This design comes from an exercise in tuning for small area, a short achievable clock period and few clock cycles per item on the open sky130 flow, not from production work. In this exercise RTL edits were held to simulation tests only and were not proved equivalent to the original.

== fjord ==
==> flow/design.v (excerpt) <==
module mcm_dct_top (
    input  logic                                  clk,
    input  logic                                  rst_n,
    input  logic                                  req_i,
    input  logic [8*(16+1)-1:0]   samples_i,
    input  logic [8*(3+1)-1:0] codes_i,
    output logic                                  ack_o,
    output logic [32:0]                   result_o
);
    localparam int in_w   = 16 + 1;
    localparam int code_w = 3 + 1;
    logic [8*91-1:0] pp;
    req_ack_ctrl u_ctrl (
        .clk   (clk),
        .rst_n (rst_n),
        .req_i (req_i),
        .ack_o (ack_o)
    );
    for (genvar i = 0; i < 8; i++)
    begin : g_lane
        mcm_lane u_lane (
            .sample_i (samples_i[i*in_w +: in_w]),
            .code_i   (codes_i[i*code_w +: code_w]),
            .pp_o     (pp[i*91 +: 91])
        );
    end
    adder_tree u_tree (
        .clk    (clk),
        .load_i (~ack_o),
        .pp     (pp),
        .sum_o  (result_o)
    );
endmodule
Size: ~2400 cells after synthesis, about 210 I/O pins, ~28000 um^2 of cells after synthesis.
clock: 26.0 ns
lec_check: 0
cap_margin: 20
core_margin: 2
core_utilization: 40
slew_margin: 20
synth_hierarchical: 1
standard.sh (not shown) runs the stock make flow with config.mk's settings and CLKGATE_MAP_FILE= SYNTH_SCRIPT=/design/flow/synth_recipe.tcl, a recipe that flattens the netlist after the stock synthesis.
==> flow/flow/run.sh <==
#!/bin/bash
# Own layout flow: the standard ORFS flow (standard.sh, unchanged synthesis), with the
# ports buffered by a plain buffer cell instead of the default choice, and setup repair
# aimed at a larger slack than the clock period needs, so that repair works on this design's
# real critical paths. Each run's full output goes to a log file in the work folder.
set -euo pipefail
export BUFFER_PORTS_ARGS="-buffer_cell sky130_fd_sc_hd__buf_1"
export SETUP_SLACK_MARGIN="${FLOW_SETUP_MARGIN:-16}"
bash standard.sh synth > run_synth.log 2>&1
bash standard.sh > run_layout.log 2>&1
Testbench counts of fjord, summed over its fixed seeds: cycles 4,096, items 2,048.
diff inputs: fjord => cedar
--- a/flow/flow/run.sh
+++ b/flow/flow/run.sh
@@ -7,3 +7,3 @@
 export BUFFER_PORTS_ARGS="-buffer_cell sky130_fd_sc_hd__buf_1"
-export SETUP_SLACK_MARGIN="${FLOW_SETUP_MARGIN:-16}"
+export SETUP_SLACK_MARGIN="${FLOW_SETUP_MARGIN:-15.5}"
 bash standard.sh synth > run_synth.log 2>&1
Findings:
- cedar ended with every stage complete and zero timing, DRC or antenna violations.
- On total routed wirelength, cedar does better than fjord.
- Taking fjord as the reference, in cedar CTS sink count barely changed, number of diodes increased 2.
> inputs changed (cedar -> xenon)
--- a/flow/flow/run.sh
+++ b/flow/flow/run.sh
@@ -7,3 +7,3 @@
 export BUFFER_PORTS_ARGS="-buffer_cell sky130_fd_sc_hd__buf_1"
-export SETUP_SLACK_MARGIN="${FLOW_SETUP_MARGIN:-15.5}"
+export SETUP_SLACK_MARGIN="${FLOW_SETUP_MARGIN:-15.75}"
 bash standard.sh synth > run_synth.log 2>&1
Results
- xenon went all the way through synthesis, placement and routing and the layout is clean on timing, DRC and antenna.
- STATUS clock period minus final worst setup slack: xenon wins against cedar
- | global-route total usage across every layer | xenon vs cedar | 0.15 points higher |
- Summary of xenon over cedar: worst hold slack has increased, detailed-route via count has increased.
- Top routing layer in use = met4: xenon; top routing layer in use = met5: cedar
Input changes introduced in garnet (baseline for comparison: xenon):
--- a/flow/flow/run.sh
+++ b/flow/flow/run.sh
@@ -7,3 +7,3 @@
 export BUFFER_PORTS_ARGS="-buffer_cell sky130_fd_sc_hd__buf_1"
-export SETUP_SLACK_MARGIN="${FLOW_SETUP_MARGIN:-15.75}"
+export SETUP_SLACK_MARGIN="${FLOW_SETUP_MARGIN:-15}"
 bash standard.sh synth > run_synth.log 2>&1
Setup slack in garnet is smaller than in xenon. In garnet the number of iterations in the first detailed-routing pass turned out 2 higher than in xenon. Compared to xenon, garnet has routing usage on met2 0.54 points lower. Lower via count of the first global-routing pass was reported by garnet, not xenon. When garnet is measured against xenon, its critical path depth in cells turns out 1 higher. In the reports for garnet and xenon, the smaller slew at the pin with the worst max-slew slack belongs to xenon. Top routing layer in use = met5: garnet; top routing layer in use = met4: xenon. Final cell area: garnet below xenon. | data arrival at the endpoint of the critical path | higher: garnet |.


Another version of the RTL of mcm_dct_top (not shown whole).
Size in the first run: roughly 2800 cells after synthesis, roughly 210 I/O pins, about 30000 um^2 of cells after synthesis.
==> flow/config.mk <==
export PLATFORM = sky130hd
export DESIGN_NAME = mcm_dct_top
export DESIGN_NICKNAME = mcm_dct_top
export VERILOG_FILES = /design/flow/design.v
export SDC_FILE = /design/flow/constraint.sdc
export NUM_CORES = 4
export LEC_CHECK = 0
export CAP_MARGIN = 20
export CORE_MARGIN = 2
export CORE_UTILIZATION = 40
export SLEW_MARGIN = 20
export SYNTH_HIERARCHICAL = 1
==> flow/constraint.sdc <==
create_clock -name core_clock -period 26.0 [get_ports {clk}]
set_input_delay 5.2000 -clock core_clock [delete_from_list [all_inputs] [get_ports {clk}]]
set_output_delay 5.2000 -clock core_clock [all_outputs]
set_load 0.01 [all_outputs]
==> flow/flow/run.sh <==
#!/bin/bash
# Own layout flow: the standard ORFS flow (standard.sh, unchanged synthesis), with the
# ports buffered by a plain buffer cell instead of the default choice, and setup repair
# aimed at a larger slack than the clock period needs, so that repair works on this design's
# real critical paths. Each run's full output goes to a log file in the work folder.
set -euo pipefail
export BUFFER_PORTS_ARGS="-buffer_cell sky130_fd_sc_hd__buf_2"
export SETUP_SLACK_MARGIN="${FLOW_SETUP_MARGIN:-15}"
bash standard.sh synth > run_synth.log 2>&1
bash standard.sh > run_layout.log 2>&1
The baseline finished with timing, DRC and antenna clean.
Testbench counts at the start, summed over its fixed seeds: cycles 4,096, items 2,048.
Next try:
--- a/flow/flow/run.sh
+++ b/flow/flow/run.sh
@@ -6,5 +6,5 @@
 set -euo pipefail
 export BUFFER_PORTS_ARGS="-buffer_cell sky130_fd_sc_hd__buf_2"
-export SETUP_SLACK_MARGIN="${FLOW_SETUP_MARGIN:-15}"
+export SETUP_SLACK_MARGIN="${FLOW_SETUP_MARGIN:-16.5}"
 bash standard.sh synth > run_synth.log 2>&1
 bash standard.sh > run_layout.log 2>&1
Outcome: Count of clock-buffer cells in the layout grows by 1; synthesized cell count does not change; worst setup slack is better by 1.0 ns.
Next try:
--- a/flow/flow/run.sh
+++ b/flow/flow/run.sh
@@ -6,5 +6,5 @@
 set -euo pipefail
 export BUFFER_PORTS_ARGS="-buffer_cell sky130_fd_sc_hd__buf_2"
-export SETUP_SLACK_MARGIN="${FLOW_SETUP_MARGIN:-16.5}"
+export SETUP_SLACK_MARGIN="${FLOW_SETUP_MARGIN:-16}"
 bash standard.sh synth > run_synth.log 2>&1
 bash standard.sh > run_layout.log 2>&1
- CORE_UTILIZATION: 40 -> 65
- PLACE_DENSITY: unset -> 0.75
What happened: Fmax is lower by 1.9%; setup slack gets worse by 0.19 ns.

## static timing again, ports no longer ideal
The flow's constraints put no driver on any port. The routed layouts listed below were extracted and timed again, unchanged, in two steps. Step 1: set_driving_cell puts a clkbuf_16 on clk and a buf_2 on each other input, an assumption about the parent block. Step 2 moves the port delays by t, midway between the first and last clock arrival at a register: inputs arrive t later, outputs are due t later. That takes back most of the time a late clock gives input paths. Three values: ideal ports, drivers, drivers and shift; two values: the first two.
run	t (ns)	setup WS [ns]	latest minus earliest clock arrival (ns)	worst slew at a driven data input, ns
fjord	0.446	15.995 / 16.028 / 15.583	0.018 / 0.019	0.10
cedar	0.447	15.565 / 15.523 / 15.163	0.014 / 0.014	0.10
xenon	0.451	15.773 / 15.819 / 15.368	0.014 / 0.015	0.10
garnet	0.443	15.209 / 15.234 / 14.792	0.015 / 0.015	0.10
the first run of note 2	0.447	15.177 / 15.224 / 14.777	0.021 / 0.021	0.10
the second run of note 2	0.446	16.206 / 16.141 / 15.869	0.015 / 0.015	0.08
the third run of note 2	0.443	16.018 / 16.020 / 15.597	0.013 / 0.013	0.11
After both steps setup and hold are still met in every run listed. For the third run of note 2, which loses most, drivers alone change the setup slack by +0.002 ns; drivers and shift together by -0.421 ns.
